Context: an optimization exercise on an open-source flow, tuned for small area, a short achievable clock period and few clock cycles per item. The choices shown serve that exercise and are no tape-out recipe.
Only simulation tests tie the RTL to the original design; equivalence was not proved.

Setup of v6:
==> flow/design.v (excerpt) <==
module ycbcr420_to_rgb_flip_core
#(
	parameter int MAX_WIDTH  = 2048,
	parameter int MAX_HEIGHT = 2048
) (
	input  logic        clk,
	input  logic        arst_n,
	input  logic        wr_en,
	input  logic [1:0]  wr_index,
	input  logic [12:0] wr_data,
	input  logic        s_tvalid,
	output logic        s_tready,
	input  logic [47:0] s_tdata,
	output logic        m_tvalid,
	input  logic        m_tready,
	output logic [71:0] m_tdata,
	output logic        m_tlast,
	output logic        m_tuser
);
	function automatic logic [7:0] sat8(input logic signed [10:0] v);
		if (v[10]) begin
			sat8 = 8'd0;
		end else if (v[9] | v[8]) begin
			sat8 = 8'd255;
		end else begin
			sat8 = v[7:0];
		end
	endfunction
	logic        ph;        
	logic        v1;
	logic        v2;
	logic        ld2;
	logic        r2_free;
	logic        ov;
	logic        olast;     
	logic        addr_ok;
	logic        adv;       
	logic        r1_free;
	logic        ld1;
	logic        ld1_in;    
	logic        ld_lo;
	logic        acc;
	logic        skid_v;    
	logic [7:0]  sk_a;
	logic [7:0]  sk_b;
	assign adv      = v2 && (!ov || m_tready) && addr_ok;
	assign r2_free  = !v2 || adv;
	assign ld2      = v1 && r2_free;
	assign r1_free  = !v1 || ld2;
	assign ld1      = r1_free && (skid_v || s_tvalid);
	assign ld1_in   = r1_free && !skid_v && s_tvalid;
	assign ld_lo    = adv && !olast;
	assign s_tready = ph && !skid_v;
	assign acc      = s_tvalid && s_tready;
	always_ff @(posedge clk or negedge arst_n) begin
		if (!arst_n) begin
			ph     <= 1'b0;
			skid_v <= 1'b0;
			v1     <= 1'b0;
			v2     <= 1'b0;
			ov     <= 1'b0;
			olast  <= 1'b1;
		end else begin
			if (ld1_in || acc) begin
				ph <= !ph;
			end
			if (acc && !r1_free) begin
				skid_v <= 1'b1;
			end else if (r1_free) begin
  ...
Size in the first run: roughly 2000 cells after synthesis, roughly 140 I/O pins.
Settings: LEC_CHECK=0, CAP_MARGIN=20, CORE_MARGIN=2, CORE_UTILIZATION=40, CTS_BUF_LIST=sky130_fd_sc_hd__clkbuf_8, CTS_CLUSTER_DIAMETER=100, CTS_CLUSTER_SIZE=12, SLEW_MARGIN=20; clock period 11.0 ns.
standard.sh (not shown) runs the stock make flow with config.mk's settings and CLKGATE_MAP_FILE= SYNTH_SCRIPT=/design/flow/synth_recipe.tcl, a recipe that flattens the netlist after the stock synthesis.
==> flow/flow/run.sh <==
#!/bin/bash
# The standard layout, with repair_timing aiming below the clock period
# (setup margin) so the critical paths are sized and buffered, and the port
# buffers made from the smallest buffer cell (repair sizes them up as needed).
set -euo pipefail
bash standard.sh SETUP_SLACK_MARGIN=7.0 "BUFFER_PORTS_ARGS=-buffer_cell sky130_fd_sc_hd__buf_1" finish > make.log 2>&1
Testbench counts of v6, summed over its fixed seeds: cycles 19,304, items 9,600.
### v6 -> v7
diff --git a/flow/design.v b/flow/design.v
--- a/flow/design.v
+++ b/flow/design.v
@@ -22,26 +22,62 @@
 		end else if ($signed(cb) >= -8'sd58) begin
 			kb_c = -6'sd20;
 		end else if ($signed(cb) >= -8'sd116) begin
 			kb_c = -6'sd21;
 		end else begin
 			kb_c = -6'sd22;
 		end
 	end
 	assign kb = {cb[7], cb, 1'b0} + {{4{kb_c[5]}}, kb_c};
-	localparam logic [191:0] KR_TA = {12'd3741, 12'd3535, 12'd3332, 12'd3127, 12'd2924, 12'd2718, 12'd2515, 12'd2310, 12'd1278, 12'd1074, 12'd870, 12'd665, 12'd461, 12'd257, 12'd53, 12'd3944};
-	localparam logic [191:0] KR_TB = {12'd191, 12'd178, 12'd164, 12'd153, 12'd139, 12'd127, 12'd114, 12'd101, 12'd89, 12'd75, 12'd63, 12'd50, 12'd38, 12'd25, 12'd11, 12'd0};
 	logic [11:0] kr_ta;
 	logic [11:0] kr_tb;
 	logic [11:0] kr_s;
-	assign kr_ta = KR_TA[12 * cr[7:4] +: 12];
-	assign kr_tb = KR_TB[12 * cr[3:0] +: 12];
-	assign kr_s  = kr_ta + kr_tb;
+	always_comb begin
+		case (cr[7:4])
+			4'd8: kr_ta = 12'd2310;
+			4'd9: kr_ta = 12'd2515;
+			4'd10: kr_ta = 12'd2718;
+			4'd11: kr_ta = 12'd2924;
+			4'd12: kr_ta = 12'd3127;
+			4'd13: kr_ta = 12'd3332;
+			4'd14: kr_ta = 12'd3535;
+			4'd15: kr_ta = 12'd3741;
+			4'd0: kr_ta = 12'd3944;
+			4'd1: kr_ta = 12'd53;
+			4'd2: kr_ta = 12'd257;
+			4'd3: kr_ta = 12'd461;
+			4'd4: kr_ta = 12'd665;
+			4'd5: kr_ta = 12'd870;
+			4'd6: kr_ta = 12'd1074;
+			4'd7: kr_ta = 12'd1278;
+			default: kr_ta = 12'd0;
+		endcase
+		case (cr[3:0])
+			4'd0: kr_tb = 12'd0;
+			4'd1: kr_tb = 12'd11;
+			4'd2: kr_tb = 12'd25;
+			4'd3: kr_tb = 12'd38;
+			4'd4: kr_tb = 12'd50;
+			4'd5: kr_tb = 12'd63;
+			4'd6: kr_tb = 12'd75;
+			4'd7: kr_tb = 12'd89;
+			4'd8: kr_tb = 12'd101;
+			4'd9: kr_tb = 12'd114;
+			4'd10: kr_tb = 12'd127;
+			4'd11: kr_tb = 12'd139;
+			4'd12: kr_tb = 12'd153;
+			4'd13: kr_tb = 12'd164;
+			4'd14: kr_tb = 12'd178;
+			4'd15: kr_tb = 12'd191;
+			default: kr_tb = 12'd0;
+		endcase
+	end
+	assign kr_s = kr_ta + kr_tb;
 	assign kr = {kr_s[11], kr_s[11:3]};
 	wire gw1 = ~cb[6] ^ cb[3];
 	wire gw2 = ~cb[6] & cb[3];
 	wire gw3 = cb[7] ^ cb[4];
 	wire gw4 = cb[7] & cb[4];
 	wire gw5 = cb[5] ^ ~cb[3];
 	wire gw6 = cb[5] & ~cb[3];
 	wire gw7 = ~cb[4] ^ ~cb[2];
 	wire gw8 = ~cb[4] & ~cb[2];
## What came out
- Delta (v7 minus v6): post-synthesis share of cell area spent on and, or, nand and nor gates went up by 0.42 points; first-iteration DRC count rose 9.8%; count of inverters other than clock inverters in the layout lost 2.2%; area growth from synthesis to final layout went down 0.34 points.
- v6 and v7 ended up with nearly the same starting density of the core.
- Delta (v7 minus v6): first-pass iteration count of the detailed router ~0 delta, number of diodes saw an increase, maximum clock frequency rose by 2.3%, complex-gate fraction of the synthesized area higher, routed wire length saw an increase.
- In the flow results for v6 and v7, the clock buffer instance count of the final layout is larger on v7.
- Re area after detailed placement: v6 and v7 aren't equal, and the higher value belongs to v7.
- Compared with v6, v7 shows via count higher by 204.
Testbench counts of v7, summed over its fixed seeds: cycles 19,304, items 9,600.


03-18:
ycbcr420_to_rgb_flip_core again, from the RTL that the note above started with.
Settings: LEC_CHECK=0, CAP_MARGIN=20, CORE_MARGIN=2, CORE_UTILIZATION=40, CTS_BUF_LIST=sky130_fd_sc_hd__clkbuf_8, CTS_CLUSTER_DIAMETER=100, CTS_CLUSTER_SIZE=12, SLEW_MARGIN=20; clock period 11.0 ns.
==> flow/flow/run.sh <==
#!/bin/bash
# The standard layout, with repair_timing aiming below the clock period
# (setup margin) so the critical paths are sized and buffered, and the port
# buffers made from the smallest buffer cell (repair sizes them up as needed).
set -euo pipefail
bash standard.sh SETUP_SLACK_MARGIN=6.9 "BUFFER_PORTS_ARGS=-buffer_cell sky130_fd_sc_hd__buf_1" finish > make.log 2>&1
03-18 completed; timing, DRC and antenna clean
Testbench counts of 03-18, summed over its fixed seeds: cycles 19,304, items 9,600.
> inputs changed (03-18 -> 01-09)
diff --git a/flow/design.v b/flow/design.v
--- a/flow/design.v
+++ b/flow/design.v
@@ -19,32 +19,68 @@
 			kb_c = -6'sd18;
 		end else if ($signed(cb) >= 8'sd0) begin
 			kb_c = -6'sd19;
 		end else if ($signed(cb) >= -8'sd58) begin
 			kb_c = -6'sd20;
 		end else if ($signed(cb) >= -8'sd116) begin
 			kb_c = -6'sd21;
 		end else begin
 			kb_c = -6'sd22;
 		end
 	end
 	assign kb = {cb[7], cb, 1'b0} + {{4{kb_c[5]}}, kb_c};
-	localparam logic [191:0] KR_TA = {12'd3741, 12'd3535, 12'd3332, 12'd3127, 12'd2924, 12'd2718, 12'd2515, 12'd2310, 12'd1278, 12'd1074, 12'd870, 12'd665, 12'd461, 12'd257, 12'd53, 12'd3944};
-	localparam logic [191:0] KR_TB = {12'd191, 12'd178, 12'd164, 12'd153, 12'd139, 12'd127, 12'd114, 12'd101, 12'd89, 12'd75, 12'd63, 12'd50, 12'd38, 12'd25, 12'd11, 12'd0};
 	logic [11:0] kr_ta;
 	logic [11:0] kr_tb;
 	logic [11:0] kr_s;
-	assign kr_ta = KR_TA[12 * cr[7:4] +: 12];
-	assign kr_tb = KR_TB[12 * cr[3:0] +: 12];
-	assign kr_s  = kr_ta + kr_tb;
+	always_comb begin
+		case (cr[7:4])
+			4'd8: kr_ta = 12'd2310;
+			4'd9: kr_ta = 12'd2515;
+			4'd10: kr_ta = 12'd2718;
+			4'd11: kr_ta = 12'd2924;
+			4'd12: kr_ta = 12'd3127;
+			4'd13: kr_ta = 12'd3332;
+			4'd14: kr_ta = 12'd3535;
+			4'd15: kr_ta = 12'd3741;
+			4'd0: kr_ta = 12'd3944;
+			4'd1: kr_ta = 12'd53;
+			4'd2: kr_ta = 12'd257;
+			4'd3: kr_ta = 12'd461;
+			4'd4: kr_ta = 12'd665;
+			4'd5: kr_ta = 12'd870;
+			4'd6: kr_ta = 12'd1074;
+			4'd7: kr_ta = 12'd1278;
+			default: kr_ta = 12'd0;
+		endcase
+		case (cr[3:0])
+			4'd0: kr_tb = 12'd0;
+			4'd1: kr_tb = 12'd11;
+			4'd2: kr_tb = 12'd25;
+			4'd3: kr_tb = 12'd38;
+			4'd4: kr_tb = 12'd50;
+			4'd5: kr_tb = 12'd63;
+			4'd6: kr_tb = 12'd75;
+			4'd7: kr_tb = 12'd89;
+			4'd8: kr_tb = 12'd101;
+			4'd9: kr_tb = 12'd114;
+			4'd10: kr_tb = 12'd127;
+			4'd11: kr_tb = 12'd139;
+			4'd12: kr_tb = 12'd153;
+			4'd13: kr_tb = 12'd164;
+			4'd14: kr_tb = 12'd178;
+			4'd15: kr_tb = 12'd191;
+			default: kr_tb = 12'd0;
+		endcase
+	end
+	assign kr_s = kr_ta + kr_tb;
 	assign kr = {kr_s[11], kr_s[11:3]};
 	wire gw1 = ~cb[6] ^ cb[3];
 	wire gw2 = ~cb[6] & cb[3];
 	wire gw3 = cb[7] ^ cb[4];
 	wire gw4 = cb[7] & cb[4];
 	wire gw5 = cb[5] ^ ~cb[3];
 	wire gw6 = cb[5] & ~cb[3];
 	wire gw7 = ~cb[4] ^ ~cb[2];
 	wire gw8 = ~cb[4] & ~cb[2];
 	wire gw9 = ~cb[5] ^ ~cb[3] ^ ~cb[0];
 	wire gw10 = (~cb[5] & ~cb[3]) | (~cb[5] & ~cb[0]) | (~cb[3] & ~cb[0]);
 	wire gw11 = cr[5] ^ ~cr[1];
Results
Compared with 03-18, 01-09 shows a higher worst setup slack.
Comparing 01-09 with 03-18, the core utilization came out essentially unchanged.
Of 01-09 and 03-18, it is 01-09 that has the higher area fraction in compound gates after synthesis.
Compared to 03-18, the routing of 01-09 uses more wire.
In the reports for 01-09 and 03-18, the larger hold slack belongs to 03-18.
Testbench counts of 01-09, summed over its fixed seeds: cycles 19,304, items 9,600.

port drivers added, routing unchanged:
In the flow no input, the clock included, has a driving cell. The finished layouts below were timed again as built, in two steps.
Step 1 assumes that a clkbuf_16 drives the clock port and a buf_2 every other input.
Step 2, shift: input delay + t, output delay - t, t = (earliest + latest rising clock arrival at the registers) / 2. This alone moves slack from input paths to output paths.
Slacks: no drivers / after step 1 / after step 2; pairs: no drivers / after step 1.
run | shift t [ns] | setup slack, ns | worst hold slack (ns)
v6 | 0.667 | 6.914 / 6.914 / 6.470 | 0.483 / 0.483 / 0.483
v7 | 0.659 | 7.007 / 7.007 / 6.514 | 0.485 / 0.485 / 0.485
03-18 | 0.659 | 6.877 / 6.877 / 6.510 | 0.494 / 0.494 / 0.494
01-09 | 0.666 | 6.923 / 6.923 / 6.479 | 0.490 / 0.490 / 0.490
After both steps every run listed still meets setup and hold. For v7, which loses most, drivers alone change the setup slack by 0.000 ns; drivers and shift together by -0.493 ns.
